From an optimization exercise on the open Yosys and OpenROAD flow, aimed at small area; shortcuts taken in it are not production practice. The RTL was checked by simulation tests, not by an equivalence proof against the original design.

==> flow/design.v, too long to show whole: its modules and the start of the top module <==
// module mdc_top: 1566 lines
// module mdc_fa: 4 lines
// module mdc_ha: 4 lines
module mdc_top (
    input  logic         clk,
    input  logic         rst_n,
    input  logic         in_valid,
    input  logic [14:0]  in_data,
    input  logic [8:0]   in_mode,
    output logic         out_valid,
    output logic [206:0] out_data
);
  // ...
==> flow/flow/run.sh <==
#!/bin/bash
# Own flow = the standard flow (standard.sh) with these changes:
#  2. the floorplan step only removes the synthesis buffers (REMOVE_ABC_BUFFERS=1) instead of
#     running a timing repair on unplaced, unrouted estimates (later steps still repair timing);
#  3. the port buffers use the smallest buffer cell instead of the default delay buffer.
# Every tool's output goes to a log file in this folder.
set -euo pipefail
rm -rf abcscripts
cp -r "$FLOW_HOME/scripts" abcscripts
cp flow/abc_area.script abcscripts/abc_area.script
bash standard.sh "SCRIPTS_DIR=$PWD/abcscripts" synth > synth.log 2>&1
bash standard.sh REMOVE_ABC_BUFFERS=1 "BUFFER_PORTS_ARGS=-buffer_cell sky130_fd_sc_hd__buf_1" finish > layout.log 2>&1
==> flow/flow/abc_area.script <==
strash
dch -f
amap -m -F 50 -A 50 -C 200
topo
stime -c
==> flow/standard.sh <==
#!/bin/bash
# synth_recipe.tcl (not shown) runs the flow's synth.tcl, then flattens the netlist and writes it again
# the make line also repeats each setting of config.mk as NAME=value (left out here)
make -C /OpenROAD-flow-scripts/flow DESIGN_CONFIG=/design/flow/config.mk WORK_HOME=/design/flow/orfs CLKGATE_MAP_FILE= SYNTH_SCRIPT=/design/flow/synth_recipe.tcl "${@:-finish}"
==> flow/config.mk <==
export PLATFORM = sky130hd
export DESIGN_NAME = mdc_top
export DESIGN_NICKNAME = mdc_top
export VERILOG_FILES = /design/flow/design.v
export SDC_FILE = /design/flow/constraint.sdc
export NUM_CORES = 8
export LEC_CHECK = 0
export ABC_AREA = 1
export CAP_MARGIN = 20
export CORE_MARGIN = 2
export CORE_UTILIZATION = 65
export CTS_BUF_LIST = sky130_fd_sc_hd__clkbuf_8
export CTS_CLUSTER_DIAMETER = 60
export CTS_CLUSTER_SIZE = 16
export SETUP_SLACK_MARGIN = 1.0
export SLEW_MARGIN = 20
export SYNTH_HIERARCHICAL = 1
export SYNTH_MINIMUM_KEEP_SIZE = 0
==> flow/constraint.sdc <==
create_clock -name core_clock -period 25.0 [get_ports {clk}]
set_input_delay 5.0000 -clock core_clock [delete_from_list [all_inputs] [get_ports {clk}]]
set_output_delay 5.0000 -clock core_clock [all_outputs]
set_load 0.01 [all_outputs]
==> summary.txt, run 1 <==
Worst setup path end -> out_data[152]
Run status -> finished clean
Hold/Removal Path Class -> register to register
Shortest clock period the worst path allows after layout -> 21.60 ns
Top Family by Delay on Critical Path -> adder cells
Total number of sequential cells -> 409
# setup viols final -> 0
Synth Area in Compound Gates -> 0.167
Global routing usage summed across all routing layers -> 0.389
Maximum fanout encountered on the critical timing path -> 18
Transition time at the pin with the least slew margin -> 1.15 ns
Clock skew -> 0.0216 ns
Max reg flops -> 203
Vias/cell -> 6.40
Buffers & Inverters on Critical Path -> 4
Post-synthesis register bit count -> 409
Cells on Worst Hold Path -> 0
Final std cells w/o fill -> 2,587
Leading post-synthesis cells by instance count -> sky130_fd_sc_hd__dfxtp_1, sky130_fd_sc_hd__nor2_1, sky130_fd_sc_hd__fa_1
Fraction of area in non-clock buffers -> 0.0521
Share of layout cells above drive strength 1 -> 0.0443
Routability congestion estimate from global placement -> 0.950
Diode insertion count for antenna repair -> 0
Full die area -> 32,600 um2
==> run 2: changes to the inputs <==
--- a/flow/design.v
+++ b/flow/design.v
@@ -132,23 +132,17 @@
                 5'd31: begin a1 = ln[11]; a2 = ln[5]; b1 = ln[1]; b2 = ln[11]; end
                 default: ;
             endcase
         end
         if (!busy) begin wr2 = 1'b0; mrwe = '0; end
     end
     logic [21:0] d;
     logic [21:0] mrv;
-    logic [21:0] mr [0:2];
-    always_ff @(posedge clk) begin
-        mr[0] <= mrwe[0] ? d : mr[2];
-        mr[1] <= mr[0];
-        mr[2] <= mr[1];
-    end
-    assign mrv = mr[0];
+    assign mrv = {F[141], F[140], F[139], F[138], F[136], F[203], F[202], F[201], F[200], F[199], F[198], F[197], F[196], F[195], F[194], F[193], F[192], F[191], F[190], F[189], F[188], F[187]};
     logic [33:0] t;
     logic a1z;
     wire [10:0] a1g = a1z ? 11'd0 : a1;
     wire [10:0] dp_a1 = a1g, dp_a2 = a2, dp_b1 = b1, dp_b2 = b2, dp_mlo = mrv[10:0], dp_mhi = mrv[21:11];
     wire [33:0] dp_accv = F[186:153];
     wire dpw1 = big ? dp_a1[0] : dp_a2[0];
     wire dpw2 = big ? dp_a1[1] : dp_a2[1];
     wire dpw3 = big ? dp_a1[2] : dp_a2[2];
@@ -1139,18 +1133,19 @@
     assign t[30] = dpw951;
     assign t[31] = dpw953;
     assign t[32] = dpw955;
     assign t[33] = dpw957;
     assign d = t[21:0];
     logic [22:0] h2;
     logic [50:0] h3;
     assign h2 = wr2 ? {t[21], t[21:0]} : {F[90], F[90:69]};
-    assign h3 = {{17{h3w ? t[33] : F[186]}}, (h3w ? t : F[186:153])};
+    assign h3 = {17'b0, (h3w ? t : F[186:153])};
     always_ff @(posedge clk) begin
+        F[204] <= F[181];
         if (sel3) begin
             F[0] <= F[51];
             F[1] <= F[52];
             F[2] <= F[53];
             F[3] <= F[54];
             F[4] <= F[55];
             F[5] <= F[56];
             F[6] <= F[57];
@@ -1176,32 +1171,32 @@
             F[26] <= F[77];
             F[27] <= F[78];
             F[28] <= F[79];
             F[29] <= F[80];
             F[30] <= F[81];
             F[31] <= F[82];
             F[32] <= F[83];
             F[33] <= F[84];
-            F[34] <= F[85];
-            F[35] <= F[86];
-            F[36] <= F[87];
-            F[37] <= F[88];
-            F[38] <= F[89];
-            F[39] <= F[90];
-            F[40] <= F[84];
-            F[41] <= F[92];
-            F[42] <= F[93];
-            F[43] <= F[94];
-            F[44] <= F[95];
-            F[46] <= F[97];
-            F[47] <= F[98];
-            F[48] <= F[99];
-            F[49] <= F[100];
-            F[50] <= F[101];
+            F[34] <= F[147];
+            F[35] <= F[148];
+            F[36] <= F[149];
+            F[37] <= F[150];
+            F[38] <= F[151];
+            F[39] <= F[152];
+            F[40] <= F[85];
+            F[41] <= F[86];
+            F[42] <= F[87];
+            F[43] <= F[88];
+            F[44] <= F[89];
+            F[46] <= F[90];
+            F[47] <= F[92];
+            F[48] <= F[93];
+            F[49] <= F[94];
+            F[50] <= F[95];
             F[51] <= F[102];
             F[52] <= F[103];
             F[53] <= F[104];
             F[54] <= F[105];
             F[55] <= F[106];
             F[56] <= F[107];
             F[57] <= F[108];
             F[58] <= F[109];
@@ -1226,32 +1221,32 @@
             F[77] <= F[128];
             F[78] <= F[129];
             F[79] <= F[130];
             F[80] <= F[131];
             F[81] <= F[132];
             F[82] <= F[133];
             F[83] <= F[134];
             F[84] <= F[135];
-            F[85] <= F[136];
-            F[86] <= F[135];
-            F[87] <= F[138];
-            F[88] <= F[139];
-            F[89] <= F[140];
-            F[90] <= F[141];
-            F[92] <= F[143];
-            F[93] <= F[144];
-            F[94] <= F[145];
-            F[95] <= F[146];
-            F[96] <= F[147];
-            F[97] <= F[148];
-            F[98] <= F[149];
-            F[99] <= F[150];
-            F[100] <= F[151];
-            F[101] <= F[152];
+            F[85] <= F[198];
+            F[86] <= F[199];
+            F[87] <= F[200];
+            F[88] <= F[201];
+            F[89] <= F[202];
+            F[90] <= F[203];
+            F[92] <= F[136];
+            F[93] <= F[138];
+            F[94] <= F[139];
+            F[95] <= F[140];
+            F[96] <= F[141];
+            F[97] <= F[142];
+            F[98] <= F[143];
+            F[99] <= F[144];
+            F[100] <= F[145];
+            F[101] <= F[146];
             F[102] <= h3[0];
             F[103] <= h3[1];
             F[104] <= h3[2];
             F[105] <= h3[3];
             F[106] <= h3[4];
             F[107] <= h3[5];
             F[108] <= h3[6];
             F[109] <= h3[7];
@@ -1276,32 +1271,32 @@
             F[128] <= h3[26];
             F[129] <= h3[27];
             F[130] <= h3[28];
             F[131] <= h3[29];
             F[132] <= h3[30];
             F[133] <= h3[31];
             F[134] <= h3[32];
             F[135] <= h3[33];
-            F[136] <= h3[34];
-            F[138] <= h3[36];
-            F[139] <= h3[37];
-            F[140] <= h3[38];
-            F[141] <= h3[39];
-            F[142] <= h3[40];
-            F[143] <= h3[41];
-            F[144] <= h3[42];
-            F[145] <= h3[43];
-            F[146] <= h3[44];
-            F[147] <= h3[45];
-            F[148] <= h3[46];
-            F[149] <= h3[47];
-            F[150] <= h3[48];
-            F[151] <= h3[49];
-            F[152] <= h3[50];
+            F[136] <= (mrwe[0] ? d[17] : F[47]);
+            F[138] <= (mrwe[0] ? d[18] : F[48]);
+            F[139] <= (mrwe[0] ? d[19] : F[49]);
+            F[140] <= (mrwe[0] ? d[20] : F[50]);
+            F[141] <= (mrwe[0] ? d[21] : F[205]);
+            F[142] <= F[187];
+            F[143] <= F[188];
+            F[144] <= F[189];
+            F[145] <= F[190];
+            F[146] <= F[191];
+            F[147] <= F[192];
+            F[148] <= F[193];
+            F[149] <= F[194];
+            F[150] <= F[195];
+            F[151] <= F[196];
+            F[152] <= F[197];
             F[153] <= F[0];
             F[154] <= F[1];
             F[155] <= F[2];
             F[156] <= F[3];
             F[157] <= F[4];
             F[158] <= F[5];
             F[159] <= F[6];
             F[160] <= F[7];
@@ -1326,35 +1321,34 @@
             F[179] <= F[26];
             F[180] <= F[27];
             F[181] <= F[28];
             F[182] <= F[29];
             F[183] <= F[30];
             F[184] <= F[31];
             F[185] <= F[32];
             F[186] <= F[33];
-            F[187] <= F[34];
-            F[188] <= F[35];
-            F[189] <= F[36];
-            F[190] <= F[37];
-            F[191] <= F[38];
-            F[192] <= F[39];
-            F[193] <= F[40];
-            F[194] <= F[41];
-            F[195] <= F[42];
-            F[196] <= F[43];
-            F[197] <= F[44];
-            F[198] <= F[33];
-            F[199] <= F[46];
-            F[200] <= F[47];
-            F[201] <= F[48];
-            F[202] <= F[49];
-            F[203] <= F[50];
-            F[204] <= 1'b0;
-            F[205] <= 1'b0;
+            F[187] <= (mrwe[0] ? d[0] : F[97]);
+            F[188] <= (mrwe[0] ? d[1] : F[98]);
+            F[189] <= (mrwe[0] ? d[2] : F[99]);
+            F[190] <= (mrwe[0] ? d[3] : F[100]);
+            F[191] <= (mrwe[0] ? d[4] : F[101]);
+            F[192] <= (mrwe[0] ? d[5] : F[34]);
+            F[193] <= (mrwe[0] ? d[6] : F[35]);
+            F[194] <= (mrwe[0] ? d[7] : F[36]);
+            F[195] <= (mrwe[0] ? d[8] : F[37]);
+            F[196] <= (mrwe[0] ? d[9] : F[38]);
+            F[197] <= (mrwe[0] ? d[10] : F[39]);
+            F[198] <= (mrwe[0] ? d[11] : F[40]);
+            F[199] <= (mrwe[0] ? d[12] : F[41]);
+            F[200] <= (mrwe[0] ? d[13] : F[42]);
+            F[201] <= (mrwe[0] ? d[14] : F[43]);
+            F[202] <= (mrwe[0] ? d[15] : F[44]);
+            F[203] <= (mrwe[0] ? d[16] : F[46]);
+            F[205] <= F[96];
         end else begin
             F[0] <= F[92];
             F[1] <= F[93];
             F[2] <= F[94];
             F[3] <= F[95];
             F[4] <= F[96];
             F[5] <= F[97];
             F[6] <= F[98];
@@ -1547,27 +1541,228 @@
             F[196] <= F[173];
             F[197] <= F[174];
             F[198] <= F[175];
             F[199] <= F[176];
             F[200] <= F[177];
             F[201] <= F[178];
             F[202] <= F[179];
             F[203] <= F[180];
-            F[204] <= F[181];
             F[205] <= F[182];
         end
     end
-    always_comb begin
-        out_data = F;
-        out_data[206] = sel3 ? 1'b0 : F[205];
-        out_data[137] = sel3 ? F[135] : F[136];
-        out_data[91] = sel3 ? F[84] : F[90];
-        out_data[45] = sel3 ? F[33] : F[44];
-    end
+    assign out_data = {
+        (sel3 ? 1'b0 : F[205]),
+        (sel3 ? 1'b0 : F[205]),
+        (sel3 ? 1'b0 : F[204]),
+        (sel3 ? F[186] : F[203]),
+        (sel3 ? F[186] : F[202]),
+        (sel3 ? F[186] : F[201]),
+        (sel3 ? F[186] : F[200]),
+        (sel3 ? F[186] : F[199]),
+        (sel3 ? F[186] : F[198]),
+        (sel3 ? F[186] : F[197]),
+        (sel3 ? F[186] : F[196]),
+        (sel3 ? F[186] : F[195]),
+        (sel3 ? F[186] : F[194]),
+        (sel3 ? F[186] : F[193]),
+        (sel3 ? F[186] : F[192]),
+        (sel3 ? F[186] : F[191]),
+        (sel3 ? F[186] : F[190]),
+        (sel3 ? F[186] : F[189]),
+        (sel3 ? F[186] : F[188]),
+        (sel3 ? F[186] : F[187]),
+        F[186],
+        F[185],
+        F[184],
+        F[183],
+        F[182],
+        F[181],
+        F[180],
+        F[179],
+        F[178],
+        F[177],
+        F[176],
+        F[175],
+        F[174],
+        F[173],
+        F[172],
+        F[171],
+        F[170],
+        F[169],
+        F[168],
+        F[167],
+        F[166],
+        F[165],
+        F[164],
+        F[163],
+        F[162],
+        F[161],
+        F[160],
+        F[159],
+        F[158],
+        F[157],
+        F[156],
+        F[155],
+        F[154],
+        F[153],
+        (sel3 ? F[135] : F[152]),
+        (sel3 ? F[135] : F[151]),
+        (sel3 ? F[135] : F[150]),
+        (sel3 ? F[135] : F[149]),
+        (sel3 ? F[135] : F[148]),
+        (sel3 ? F[135] : F[147]),
+        (sel3 ? F[135] : F[146]),
+        (sel3 ? F[135] : F[145]),
+        (sel3 ? F[135] : F[144]),
+        (sel3 ? F[135] : F[143]),
+        (sel3 ? F[135] : F[142]),
+        (sel3 ? F[135] : F[141]),
+        (sel3 ? F[135] : F[140]),
+        (sel3 ? F[135] : F[139]),
+        (sel3 ? F[135] : F[138]),
+        (sel3 ? F[135] : F[136]),
+        (sel3 ? F[135] : F[136]),
+        F[135],
+        F[134],
+        F[133],
+        F[132],
+        F[131],
+        F[130],
+        F[129],
+        F[128],
+        F[127],
+        F[126],
+        F[125],
+        F[124],
+        F[123],
+        F[122],
+        F[121],
+        F[120],
+        F[119],
+        F[118],
+        F[117],
+        F[116],
+        F[115],
+        F[114],
+        F[113],
+        F[112],
+        F[111],
+        F[110],
+        F[109],
+        F[108],
+        F[107],
+        F[106],
+        F[105],
+        F[104],
+        F[103],
+        F[102],
+        (sel3 ? F[84] : F[101]),
+        (sel3 ? F[84] : F[100]),
+        (sel3 ? F[84] : F[99]),
+        (sel3 ? F[84] : F[98]),
+        (sel3 ? F[84] : F[97]),
+        (sel3 ? F[84] : F[96]),
+        (sel3 ? F[84] : F[95]),
+        (sel3 ? F[84] : F[94]),
+        (sel3 ? F[84] : F[93]),
+        (sel3 ? F[84] : F[92]),
+        (sel3 ? F[84] : F[90]),
+        (sel3 ? F[84] : F[90]),
+        (sel3 ? F[84] : F[89]),
+        (sel3 ? F[84] : F[88]),
+        (sel3 ? F[84] : F[87]),
+        (sel3 ? F[84] : F[86]),
+        (sel3 ? F[84] : F[85]),
+        F[84],
+        F[83],
+        F[82],
+        F[81],
+        F[80],
+        F[79],
+        F[78],
+        F[77],
+        F[76],
+        F[75],
+        F[74],
+        F[73],
+        F[72],
+        F[71],
+        F[70],
+        F[69],
+        F[68],
+        F[67],
+        F[66],
+        F[65],
+        F[64],
+        F[63],
+        F[62],
+        F[61],
+        F[60],
+        F[59],
+        F[58],
+        F[57],
+        F[56],
+        F[55],
+        F[54],
+        F[53],
+        F[52],
+        F[51],
+        (sel3 ? F[33] : F[50]),
+        (sel3 ? F[33] : F[49]),
+        (sel3 ? F[33] : F[48]),
+        (sel3 ? F[33] : F[47]),
+        (sel3 ? F[33] : F[46]),
+        (sel3 ? F[33] : F[44]),
+        (sel3 ? F[33] : F[44]),
+        (sel3 ? F[33] : F[43]),
+        (sel3 ? F[33] : F[42]),
+        (sel3 ? F[33] : F[41]),
+        (sel3 ? F[33] : F[40]),
+        (sel3 ? F[33] : F[39]),
+        (sel3 ? F[33] : F[38]),
+        (sel3 ? F[33] : F[37]),
+        (sel3 ? F[33] : F[36]),
+        (sel3 ? F[33] : F[35]),
+        (sel3 ? F[33] : F[34]),
+        F[33],
+        F[32],
+        F[31],
+        F[30],
+        F[29],
+        F[28],
+        F[27],
+        F[26],
+        F[25],
+        F[24],
+        F[23],
+        F[22],
+        F[21],
+        F[20],
+        F[19],
+        F[18],
+        F[17],
+        F[16],
+        F[15],
+        F[14],
+        F[13],
+        F[12],
+        F[11],
+        F[10],
+        F[9],
+        F[8],
+        F[7],
+        F[6],
+        F[5],
+        F[4],
+        F[3],
+        F[2],
+        F[1],
+        F[0]
+    };
 endmodule
 module mdc_fa (input logic a, b, c, output logic s, co);
     assign s = a ^ b ^ c;
     assign co = (a & b) | (a & c) | (b & c);
 endmodule
 module mdc_ha (input logic a, b, output logic s, co);
     assign s = a ^ b;
     assign co = a & b;
==> flow/config.mk (replaced) <==
export PLATFORM = sky130hd
export DESIGN_NAME = mdc_top
export DESIGN_NICKNAME = mdc_top
export VERILOG_FILES = /design/flow/design.v
export SDC_FILE = /design/flow/constraint.sdc
export NUM_CORES = 8
export LEC_CHECK = 0
export ABC_AREA = 1
export CAP_MARGIN = 20
export CORE_MARGIN = 2
export CORE_UTILIZATION = 75
export CTS_BUF_LIST = sky130_fd_sc_hd__clkbuf_8
export CTS_CLUSTER_DIAMETER = 70
export CTS_CLUSTER_SIZE = 16
export SETUP_SLACK_MARGIN = 1.0
export SLEW_MARGIN = 20
export SYNTH_HIERARCHICAL = 1
export SYNTH_MINIMUM_KEEP_SIZE = 0
==> run 2 against run 1 <==
  * Worst setup slack worse by 0.014 ns
  * Clock skew up 0.030 ns
  * Critical path type unchanged
  * Highest routed layer unchanged
==> summary.txt, run 2 <==
Synth Cell Area -> 20,500 um2
Post-synthesis register bit count -> 343 (-16%)
CP Data Arrival Time -> 22.12 ns
Required time of the critical path -> 25.50 ns
Vias/cell -> 7.01 (+9.5%)
Leading cell type in the layout, fill and taps excluded -> sky130_fd_sc_hd__nor2_1
Number of max-cap violations -> 0
Most common cell in the synthesized netlist -> sky130_fd_sc_hd__nor2_1
Critical Path Stages -> 56
Synth top area share -> 0.332
Cell chosen for the clock root -> sky130_fd_sc_hd__clkbuf_8
Residual DRC count -> 0
Smallest setup slack after layout -> 3.38 ns
Num rows -> 60
# setup viols final -> 0 (unchanged)
Total overflow reported by the global router -> 0
Shortest clock period the worst path allows after layout -> 21.62 ns (+0.0139 ns)
Number of distinct library cells after synthesis -> 42
Global routing usage summed across all routing layers -> 0.507 (+0.118)
Clock skew -> 0.0518 ns (+0.0302 ns)
Cell taking the most area after synthesis -> sky130_fd_sc_hd__dfxtp_1
CP startpoint kind -> register
Area growth from synthesis to layout -> 5.48%
Die span in y -> 169 um
Final std cells w/o fill -> 2,639 (+2.0%)
Post-CTS Hold Buffers -> 0
Register cell area after layout -> 6890 um2
Full die area -> 28,700 um2 (-12%)
Top post-synthesis cells by area -> sky130_fd_sc_hd__dfxtp_1, sky130_fd_sc_hd__fa_1, sky130_fd_sc_hd__nor2_1, sky130_fd_sc_hd__buf_4, sky130_fd_sc_hd__o21ai_0
NumNets Final -> 2,640
Fmax -> 0.0463 GHz
Number of vias after detailed routing -> 18,498
Later-pin clock latency in the skew report -> 0.61 ns
R2R cell count -> 56
Wire length of the first global-routing pass -> 108,000 um
Min Hold Slack -> 0.312 ns
H-tree depth reported by CTS -> 1
Setup slack after placement -> 3.70 ns
Run status -> finished clean
Category of the critical setup timing path -> register to register
Fill cell instance count of the final layout -> 1,713
Kind of end point of the critical path -> register
Max reg flops -> 136 (-33%)
Setup repair bufs after CTS -> 0
Critical path's most frequent cell -> sky130_fd_sc_hd__fa_1
Transition time at the pin with the least slew margin -> 1.15 ns (-0.000714 ns)
Slowest Stage Delay on Critical Path -> 0.72 ns
Diode insertion count for antenna repair -> 0 (unchanged)
Number of placed instances with taps included -> 2,606
Final critical-path share of the clock period -> 0.865
Maximum number of pins on one net before global-route repair -> 173
Vias in the first global route -> 18,123
Per-cell routed wire length -> 27.4 um
Final Instance Area -> 21,600 um2
Maximum fanout encountered on the critical timing path -> 15 (-3)
Share of layout cells above drive strength 1 -> 0.0379 (-0.00641)
Number of design-rule violations left by the first detailed-router iteration -> 3,613
Standard cell with the maximum stage delay on the critical path -> sky130_fd_sc_hd__or2_0
Maximum number of buffers from clock root to sink -> 3
CTS tree -> built
Effective utilization at floorplan -> 0.763
Number of enable flip-flop cells after synthesis -> 1
Instance count of the mapped netlist -> 2,111
Seq/Total Area, Yosys -> 0.336
Cts bufs inserted -> 27
Cells on Worst Hold Path -> 0 (unchanged)
Top Family by Delay on Critical Path -> adder cells
Buffers & Inverters on Critical Path -> 5 (+1)
Share of async-settable or async-resettable flops after synthesis -> 0.00583
Count of instances resized after the clock tree is built -> 0
Max-slew violation count -> 0
Post-route antenna net violation count -> 0
Number of clock sinks -> 343
Post-detailed-routing wire length -> 72,200 um
Detailed-routing iteration count for the pre-antenna-repair pass -> 8
Half-perimeter wire length of the detailed placement result -> 53,600 um
Max-Slew Margin vs Limit -> 0.234
Main synth FF type -> sky130_fd_sc_hd__dfxtp_1
Core Area -> 26,900 um2
Leading post-synthesis cells by instance count -> sky130_fd_sc_hd__nor2_1, sky130_fd_sc_hd__dfxtp_1, sky130_fd_sc_hd__fa_1
Routability congestion estimate from global placement -> 0.995 (+4.7%)
Number of antenna violations at the first check in global routing -> 2
Number of endpoints with negative hold slack in the final report -> 0
RSZ-0062 raised after global routing -> false
Hold/Removal Path Class -> register to register
Most frequent cells in the layout -> sky130_fd_sc_hd__nor2_1, sky130_fd_sc_hd__dfxtp_1, sky130_fd_sc_hd__fa_1, sky130_fd_sc_hd__buf_1, sky130_fd_sc_hd__o21ai_0
Combined area of the multi-input logic cells -> 12,100 um2
Syn avg cell area -> 9.72 um2
Count of input and output buffers -> 234
Post-place instance area -> 21,200 um2
Synth warnings -> 8
Die extent in x -> 169 um
Top Ports -> 235
Clock transition at the registers of the reported paths -> 0.11 ns
## run 2: cell count changes after synthesis, moves of 41 or more
| cell | change |
|---|---|
| sky130_fd_sc_hd__buf_4 | +140 |
| sky130_fd_sc_hd__o21ai_0 | +79 |
| sky130_fd_sc_hd__o22a_1 | -79 |
| sky130_fd_sc_hd__dfxtp_1 | -66 |
| sky130_fd_sc_hd__nand2_1 | +52 |
| sky130_fd_sc_hd__clkinv_1 | +41 |
## run 2: metal layers
layer	track usage	wire length [um]	share of wire
met5	0	36	0.00050
met4	0.344	6570	0.091
met3	0.163	10900	0.15
met2	0.767	31300	0.43
met1	0.627	23400	0.32
## run 2: cell families after synthesis
family | count (synthesis) | share of synthesized area
flops | 343 | 0.336
other cells | 1 | 0.000183
buf+inv | 298 | 0.0801
compound gates | 556 | 0.171
simple gates | 592 | 0.120
xor+xnor | 2 | 0.000854
fa+ha+maj | 319 | 0.292
## run 2: final timing paths
kind / slack [ns] / endpoint / from
max: 3.38 / out_data[134] / c[2]
max reg2reg: 3.38 / out_data[134] / c[2]
min in group asynchronous: 4.19 / busy / rst_n
min reg2reg: 0.31 / ln[5][10] / ln[4][10]
max in group asynchronous: 20.67 / out_valid / rst_n
min: 0.31 / ln[5][10] / ln[4][10]
## run 2: area by class of cell
| class | count | area share |
|---|---|---|
| inverter | 158 | 0.0275 |
| clock inverter | 6 | 0.00249 |
| clock buffer | 27 | 0.0172 |
| multi-input combinational | 1483 | 0.557 |
| tap | 341 | 0.0197 |
| timing repair buffer | 281 | 0.0575 |
| sequential | 343 | 0.318 |
## run 2: per-stage QoR
stage | TNS, ns | util
after detailed placement | 0 | 0.789
after global placement | 0 | 0.789
after floorplan | -16.75 | -
after global routing | 0 | 0.805
final | 0 | 0.805
after CTS | 0 | 0.805
## run 2: Yosys stat by module, one instance, submodules excluded
module	cells inside	copies in the design
mdc_top	1799	1
mdc_ha	1	45
mdc_fa	1	267
==> run 3: changes to the inputs <==
--- a/flow/config.mk
+++ b/flow/config.mk
@@ -9,5 +9,5 @@
 export CAP_MARGIN = 20
 export CORE_MARGIN = 2
-export CORE_UTILIZATION = 75
+export CORE_UTILIZATION = 65
 export CTS_BUF_LIST = sky130_fd_sc_hd__clkbuf_8
 export CTS_CLUSTER_DIAMETER = 70
==> run 3 against run 2 <==
  * Still clean on timing, DRC and antenna
  * Worst setup slack better by 0.43 ns
  * Final cell count up 2.3%
  * Non-clock buffer count up 2
  * Routed wire length down 2.9%
  * Global-route usage down 8.5 points
  * Cell area up 0.32%
  * Clock-buffer cell count unchanged
  * Via count down 4.5%
  * Critical path depth up 1
  * Clock skew down 0.017 ns
  * Critical endpoint unchanged
  * Largest cell class unchanged
  * Highest routed layer unchanged
==> summary.txt, run 3 <==
Smallest setup slack after layout -> 3.81 ns (+0.429 ns)
Max-Slew Margin vs Limit -> 0.234 (+0.000268)
CP startpoint kind -> register
Number of antenna violations at the first check in global routing -> 1 (-1)
Required time of the critical path -> 25.47 ns (-0.03 ns)
Final std cells w/o fill -> 2,699 (+2.3%)
Hold/Removal Path Class -> register to register
Wire length of the first global-routing pass -> 104,000 um (-3.3%)
Post-route antenna net violation count -> 0 (unchanged)
CTS tree -> built
Fmax -> 0.0472 GHz (+2.0%)
Clock transition at the registers of the reported paths -> 0.10 ns (about the same)
Effective utilization at floorplan -> 0.655 (-0.108)
Synth warnings -> 8 (unchanged)
Synth top area share -> 0.332 (unchanged)
Number of distinct library cells after synthesis -> 42 (unchanged)
Shortest clock period the worst path allows after layout -> 21.19 ns (-0.429 ns)
Number of placed instances with taps included -> 2,669 (+2.4%)
RSZ-0062 raised after global routing -> false
Clock skew -> 0.0347 ns (-0.0171 ns)
# setup viols final -> 0 (unchanged)
Post-detailed-routing wire length -> 70,100 um (-2.9%)
Cell taking the most area after synthesis -> sky130_fd_sc_hd__dfxtp_1
Main synth FF type -> sky130_fd_sc_hd__dfxtp_1
Per-cell routed wire length -> 26.0 um (-5.1%)
R2R cell count -> 57 (+1.8%)
Critical path's most frequent cell -> sky130_fd_sc_hd__fa_1
Maximum number of buffers from clock root to sink -> 3 (unchanged)
Leading cell type in the layout, fill and taps excluded -> sky130_fd_sc_hd__nor2_1
Number of design-rule violations left by the first detailed-router iteration -> 2,563 (-29%)
Maximum fanout encountered on the critical timing path -> 15 (unchanged)
Count of instances resized after the clock tree is built -> 0 (unchanged)
Later-pin clock latency in the skew report -> 0.60 ns (about the same)
Final critical-path share of the clock period -> 0.848 (-0.0172)
Setup repair bufs after CTS -> 0 (unchanged)
Die extent in x -> 182 um (+7.2%)
Synth Cell Area -> 20,500 um2 (unchanged)
Top post-synthesis cells by area -> sky130_fd_sc_hd__dfxtp_1, sky130_fd_sc_hd__fa_1, sky130_fd_sc_hd__nor2_1, sky130_fd_sc_hd__buf_4, sky130_fd_sc_hd__o21ai_0
Number of enable flip-flop cells after synthesis -> 1 (unchanged)
Diode insertion count for antenna repair -> 0 (unchanged)
Cell chosen for the clock root -> sky130_fd_sc_hd__clkbuf_8
Startpoint of the worst setup timing path -> c[2]
Startpoint of the most critical register-to-register path -> c[2]
Post-CTS Hold Buffers -> 0 (unchanged)
Count of input and output buffers -> 234 (unchanged)
NumNets Final -> 2,641 (+0.038%)
Worst reg2reg path endpoint -> out_data[134]
CP Data Arrival Time -> 21.66 ns (-0.46 ns)
Register cell area after layout -> 6890 um2 (unchanged)
Die span in y -> 182 um (+7.2%)
Kind of end point of the critical path -> register
Number of vias after detailed routing -> 17,669 (-4.5%)
Setup slack after placement -> 3.98 ns (+0.281 ns)
Full die area -> 33,000 um2 (+15%)
Standard cell with the maximum stage delay on the critical path -> sky130_fd_sc_hd__or2_0
Worst reg-to-reg setup slack -> 3.81 ns (+0.43 ns)
Number of endpoints with negative hold slack in the final report -> 0 (unchanged)
Syn avg cell area -> 9.72 um2 (unchanged)
Total overflow reported by the global router -> 0 (unchanged)
Global routing usage summed across all routing layers -> 0.423 (-0.0848)
Category of the critical setup timing path -> register to register
Run status -> finished clean
Share of layout cells above drive strength 1 -> 0.0383 (+0.000452)
Most frequent cells in the layout -> sky130_fd_sc_hd__nor2_1, sky130_fd_sc_hd__dfxtp_1, sky130_fd_sc_hd__fa_1, sky130_fd_sc_hd__buf_1, sky130_fd_sc_hd__o21ai_0
Residual DRC count -> 0 (unchanged)
Worst hold endpoint -> ln[5][4]
Share of async-settable or async-resettable flops after synthesis -> 0.00583 (unchanged)
Maximum number of pins on one net before global-route repair -> 192 (+11%)
Min Hold Slack -> 0.330 ns (+0.0179 ns)
Max reg flops -> 136 (unchanged)
Number of clock sinks -> 343 (unchanged)
Vias in the first global route -> 16,903 (-6.7%)
Routability congestion estimate from global placement -> 0.992 (-0.27%)
Max-slew violation count -> 0 (unchanged)
Cts bufs inserted -> 26 (-3.7%)
Transition time at the pin with the least slew margin -> 1.15 ns (-0.000402 ns)
Core Area -> 31,300 um2 (+17%)
Seq/Total Area, Yosys -> 0.336 (unchanged)
Hold Crit Start -> ln[4][4]
Cells on Worst Hold Path -> 0 (unchanged)
Slowest Stage Delay on Critical Path -> 0.63 ns (-0.09 ns)
H-tree depth reported by CTS -> 1 (unchanged)
Top Ports -> 235 (unchanged)
Vias/cell -> 6.55 (-6.6%)
Leading post-synthesis cells by instance count -> sky130_fd_sc_hd__nor2_1, sky130_fd_sc_hd__dfxtp_1, sky130_fd_sc_hd__fa_1
Number of max-cap violations -> 0 (unchanged)
Fill cell instance count of the final layout -> 2,567 (+50%)
Combined area of the multi-input logic cells -> 12,100 um2 (about the same)
Post-synthesis register bit count -> 343 (unchanged)
Detailed-routing iteration count for the pre-antenna-repair pass -> 9 (+1)
Half-perimeter wire length of the detailed placement result -> 53,500 um (about the same)
Fraction of the core area covered by cells at the end of the flow -> 0.693 (-0.112)
Instance count of the mapped netlist -> 2,111 (unchanged)
Num rows -> 65 (+8.3%)
Area growth from synthesis to layout -> 5.82%
Most common cell in the synthesized netlist -> sky130_fd_sc_hd__nor2_1
## run 3: cell types whose count changed in the layout (fill, tap and decap cells not counted)
cell,previous run,this run
sky130_fd_sc_hd__buf_4,46,48
sky130_fd_sc_hd__o21ai_1,5,4
sky130_fd_sc_hd__o21ai_0,179,180
sky130_fd_sc_hd__clkinv_2,1,0
sky130_fd_sc_hd__inv_6,1,2
sky130_fd_sc_hd__inv_12,1,0
sky130_fd_sc_hd__a21oi_2,2,3
sky130_fd_sc_hd__clkinv_4,1,0
sky130_fd_sc_hd__inv_1,1,0
sky130_fd_sc_hd__a21oi_1,107,106
## run 3: kinds of logic after synthesis
| kind of cell | Yosys count | share of synthesized area |
|---|---|---|
| DFF | 343 | 0.336 |
| and+or+nand+nor | 592 | 0.120 |
| xor gates and xnor gates | 2 | 0.000854 |
| other | 1 | 0.000183 |
| adders and majority gates | 319 | 0.292 |
| AOI/OAI and AO/OA | 556 | 0.171 |
| buffers and inverters | 298 | 0.0801 |
## run 3: per-layer routing
layer / share of wire / global-route usage / vias to the layer above
li1: - / - / 7521
met1: 0.37 / 0.566 / 8608
met2: 0.46 / 0.670 / 1292
met3: 0.12 / 0.0824 / 246
met4: 0.059 / 0.197 / 2
met5: 0.00017 / 0 / -
## run 3: cell type report
class	count	area share
clock inverter	3	0.00133
tap	402	0.0232
multi-input combinational	1483	0.556
timing repair buffer	283	0.0580
inverter	158	0.0274
sequential	343	0.317
clock buffer	27	0.0171
## run 3: modules after synthesis (local to each module, per instance)
module   flip-flops and latches  cells inside  copies in the design  cell area [um2]
mdc_fa                        0             1                   267             20.0
mdc_ha                        0             1                    45             12.5
mdc_top                     343          1799                     1            14600
## run 3: metrics by stage
step           area [um2]  setup TNS, ns
2_1_floorplan       19500         -16.75
6_report            21700              0
3_3_place_gp        21300              0
4_1_cts             21700              0
3_5_place_dp        21300              0
5_1_grt             21700              0
## run 3: critical path: cells and delay by family (launching register included)
family | cells | cell delay [ns]
flops | 1 | 0.37
fa+ha+maj | 38 | 15.49
buf+inv | 5 | 1.23
simple gates | 7 | 1.71
compound gates | 7 | 2.26
## run 3: worst max path at each step
stage                         end  slack [ns]
finish              out_data[134]        3.81
global placement    out_data[134]        4.47
CTS                 out_data[134]        3.94
floorplan           out_data[134]       -3.01
detailed placement  out_data[134]        3.98
global route        out_data[134]        2.95
==> run 4: changes to the inputs <==
--- a/flow/config.mk
+++ b/flow/config.mk
@@ -11,6 +11,6 @@
 export CORE_UTILIZATION = 65
 export CTS_BUF_LIST = sky130_fd_sc_hd__clkbuf_8
-export CTS_CLUSTER_DIAMETER = 70
-export CTS_CLUSTER_SIZE = 16
+export CTS_CLUSTER_DIAMETER = 80
+export CTS_CLUSTER_SIZE = 15
 export SETUP_SLACK_MARGIN = 1.0
 export SLEW_MARGIN = 20
==> run 4 against run 3 <==
  * First-iteration DRC count is 1.6% higher
  * Routed wire length shrank 0.11%
  * Utilization down 0.076 points
  * Fmax is 0.14% higher
  * Clock-buffer cell count fell by 1
  * Sequential cell count did not move
  * Critical path depth is the same
  * Worst hold slack worse by 0.032 ns
  * Global-route usage shrank 0.12 points
  * Clock skew up 0.016 ns
  * Highest routed layer unchanged
==> summary.txt, run 4 <==
Run status -> finished clean
Effective utilization at floorplan -> 0.655 (unchanged)
Share of async-settable or async-resettable flops after synthesis -> 0.00583 (unchanged)
Hold/Removal Path Class -> register to register
Global routing usage summed across all routing layers -> 0.422 (-0.00117)
Syn avg cell area -> 9.72 um2 (unchanged)
Half-perimeter wire length of the detailed placement result -> 53,500 um (unchanged)
Cell taking the most area after synthesis -> sky130_fd_sc_hd__dfxtp_1
Vias/cell -> 6.54 (-0.16%)
Top post-synthesis cells by area -> sky130_fd_sc_hd__dfxtp_1, sky130_fd_sc_hd__fa_1, sky130_fd_sc_hd__nor2_1, sky130_fd_sc_hd__buf_4, sky130_fd_sc_hd__o21ai_0
Instance count of the mapped netlist -> 2,111 (unchanged)
Num rows -> 65 (unchanged)
Number of antenna violations at the first check in global routing -> 2 (+1)
Shortest clock period the worst path allows after layout -> 21.16 ns (-0.0305 ns)
Count of instances resized after the clock tree is built -> 0 (unchanged)
Count of input and output buffers -> 234 (unchanged)
Number of enable flip-flop cells after synthesis -> 1 (unchanged)
Synth top area share -> 0.332 (unchanged)
H-tree depth reported by CTS -> 1 (unchanged)
Wire length on met1 -> 25,800 um (+0.64%)
Post-CTS Hold Buffers -> 0 (unchanged)
Number of endpoints with negative hold slack in the final report -> 0 (unchanged)
Die extent in x -> 182 um (unchanged)
Smallest setup slack after layout -> 3.84 ns (+0.0305 ns)
Total overflow reported by the global router -> 0 (unchanged)
Max-Slew Margin vs Limit -> 0.215 (-0.0189)
Full die area -> 33,000 um2 (unchanged)
Most common cell in the synthesized netlist -> sky130_fd_sc_hd__nor2_1
Transition time at the pin with the least slew margin -> 1.18 ns (+0.0284 ns)
Highest metal used -> met5
Critical path's most frequent cell -> sky130_fd_sc_hd__fa_1
Top Ports -> 235 (unchanged)
Clock transition at the registers of the reported paths -> 0.11 ns (about the same)
Number of design-rule violations left by the first detailed-router iteration -> 2,604 (+1.6%)
Number of max-cap violations -> 0 (unchanged)
Later-pin clock latency in the skew report -> 0.62 ns (+0.02 ns)
Slowest Stage Delay on Critical Path -> 0.63 ns (about the same)
Post-synthesis register bit count -> 343 (unchanged)
Share of layout cells above drive strength 1 -> 0.0370 (-0.00129)
RSZ-0062 raised after global routing -> false
Kind of end point of the critical path -> register
Max reg flops -> 136 (unchanged)
Sum of negative setup slack -> 0 ns (unchanged)
Setup repair bufs after CTS -> 0 (unchanged)
Number of placed instances with taps included -> 2,669 (unchanged)
Cell chosen for the clock root -> sky130_fd_sc_hd__clkbuf_8
Routability congestion estimate from global placement -> 0.992 (unchanged)
Core Area -> 31,300 um2 (unchanged)
Max-slew violation count -> 0 (unchanged)
# setup viols final -> 0 (unchanged)
Detailed-routed wire length on met2 -> 32,000 um (-0.17%)
Detailed-routing iteration count for the pre-antenna-repair pass -> 9 (unchanged)
Number of distinct library cells after synthesis -> 42 (unchanged)
Main synth FF type -> sky130_fd_sc_hd__dfxtp_1
Die span in y -> 182 um (unchanged)
Number of clock sinks -> 343 (unchanged)
Vias in the first global route -> 16,807 (-0.57%)
Maximum number of buffers from clock root to sink -> 3 (unchanged)
Final std cells w/o fill -> 2,699 (unchanged)
Number of vias after detailed routing -> 17,640 (-0.16%)
Seq/Total Area, Yosys -> 0.336 (unchanged)
Residual DRC count -> 0 (unchanged)
CP startpoint kind -> register
CP Data Arrival Time -> 21.66 ns (about the same)
Final critical-path share of the clock period -> 0.846 (-0.00122)
Synth warnings -> 8 (unchanged)
Fmax -> 0.0473 GHz (+0.14%)
Per-cell routed wire length -> 25.9 um (-0.11%)
Cts bufs inserted -> 26 (unchanged)
Post-route antenna net violation count -> 0 (unchanged)
Standard cell with the maximum stage delay on the critical path -> sky130_fd_sc_hd__or2_0
Post-detailed-routing wire length -> 70,000 um (-0.11%)
Most frequent cells in the layout -> sky130_fd_sc_hd__nor2_1, sky130_fd_sc_hd__dfxtp_1, sky130_fd_sc_hd__fa_1, sky130_fd_sc_hd__buf_1, sky130_fd_sc_hd__o21ai_0
Required time of the critical path -> 25.50 ns (+0.03 ns)
Buffers & Inverters on Critical Path -> 5 (unchanged)
Clock skew -> 0.0503 ns (+0.0156 ns)
Min Hold Slack -> 0.298 ns (-0.0322 ns)
Synth Cell Area -> 20,500 um2 (unchanged)
Area growth from synthesis to layout -> 5.71%
Leading cell type in the layout, fill and taps excluded -> sky130_fd_sc_hd__nor2_1
Leading post-synthesis cells by instance count -> sky130_fd_sc_hd__nor2_1, sky130_fd_sc_hd__dfxtp_1, sky130_fd_sc_hd__fa_1
Wire length of the first global-routing pass -> 104,000 um (-0.36%)
Maximum number of pins on one net before global-route repair -> 192 (unchanged)
NumNets Final -> 2,641 (unchanged)
Met3 wirelength from detailed routing -> 8080 um (-0.88%)
Category of the critical setup timing path -> register to register
Top Family by Delay on Critical Path -> adder cells
Setup slack after placement -> 3.98 ns (unchanged)
CTS tree -> built
Maximum fanout encountered on the critical timing path -> 15 (unchanged)
run 4: cell counts after synthesis:
No cell type changed its count.
run 4: per-layer routing:
metal,global-route usage,vias to the layer above
li1,-,7522
met4,0.186,2
met3,0.0796,263
met1,0.567,8563
met2,0.673,1290
met5,0,-
run 4: area by class of cell:
cell class | instances | area, um2
Multi-Input combinational cell | 1483 | 12100
Antenna cell | 1 | 2.50
Clock buffer | 26 | 358
Inverter | 158 | 596
Fill cell | 2583 | 9620
Sequential cell | 343 | 6890
Tap cell | 402 | 503
Timing Repair Buffer | 283 | 1260
Clock inverter | 3 | 16.3
run 4: modules after synthesis (local to each module, per instance):
module	flip-flops and latches	cells	cell area [um2]
mdc_fa	0	1	20.0
mdc_ha	0	1	12.5
mdc_top	343	1799	14600
run 4: logic make-up (layout without fill, tap and decap cells):
group / count (synthesis) / in the layout / share of synthesized area
fa+ha+maj: 319 / 319 / 0.292
xor+xnor: 2 / 2 / 0.000854
simple gates: 592 / 592 / 0.120
compound gates: 556 / 556 / 0.171
buf+inv: 298 / 470 / 0.0801
flops: 343 / 343 / 0.336
other cells: 1 / 15 / 0.000183
run 4: worst paths after layout:
check / slack, ns / from / cells after the start / to
worst max-delay path: 3.84 / c[2] / 57 / out_data[134]
worst min-delay path: 0.30 / ln[4][4] / 0 / ln[5][4]
worst max register to register: 3.84 / c[2] / 57 / out_data[134]
worst min register to register: 0.30 / ln[4][4] / 0 / ln[5][4]
max in group asynchronous: 20.70 / rst_n / 1 / out_valid
min in group asynchronous: 4.18 / rst_n / 1 / busy
run 4: metrics by stage:
| step | cell area (um2) | util |
|---|---|---|
| after CTS | 21700 | 0.692 |
| after detailed placement | 21300 | 0.680 |
| after floorplan | 19500 | - |
| final | 21700 | 0.693 |
| after global placement | 21300 | 0.680 |
| after global routing | 21700 | 0.693 |

==> what the ideal ports hide <==
Ports are ideal in the flow. The routed layouts listed here were re-timed in OpenROAD.
Step 1 (the two cells are an assumption about what drives the block):
set clk [get_ports {clk}]
set_driving_cell -lib_cell sky130_fd_sc_hd__clkbuf_16 $clk
set_driving_cell -lib_cell sky130_fd_sc_hd__buf_2 [delete_from_list [all_inputs] $clk]
Step 2, shift: input delay + t, output delay - t, t = (earliest + latest rising clock arrival at the registers) / 2. This alone moves slack from input paths to output paths.
a / b / c = ideal / step 1 / step 2; a / b = the first two.
run	t (ns)	slack for setup (ns)	hold WS [ns]	worst setup path at the end	pins driven straight from the clock port
run 1	0.605	3.396 / 3.396 / 3.396	0.319 / 0.319 / 0.319	register to register	1
run 2	0.631	3.382 / 3.382 / 3.382	0.312 / 0.312 / 0.312	register to register	1
run 3	0.629	3.811 / 3.811 / 3.811	0.330 / 0.330 / 0.330	register to register	1
run 4	0.645	3.841 / 3.841 / 3.841	0.298 / 0.298 / 0.298	register to register	1
After both steps setup and hold are still met in every run listed.
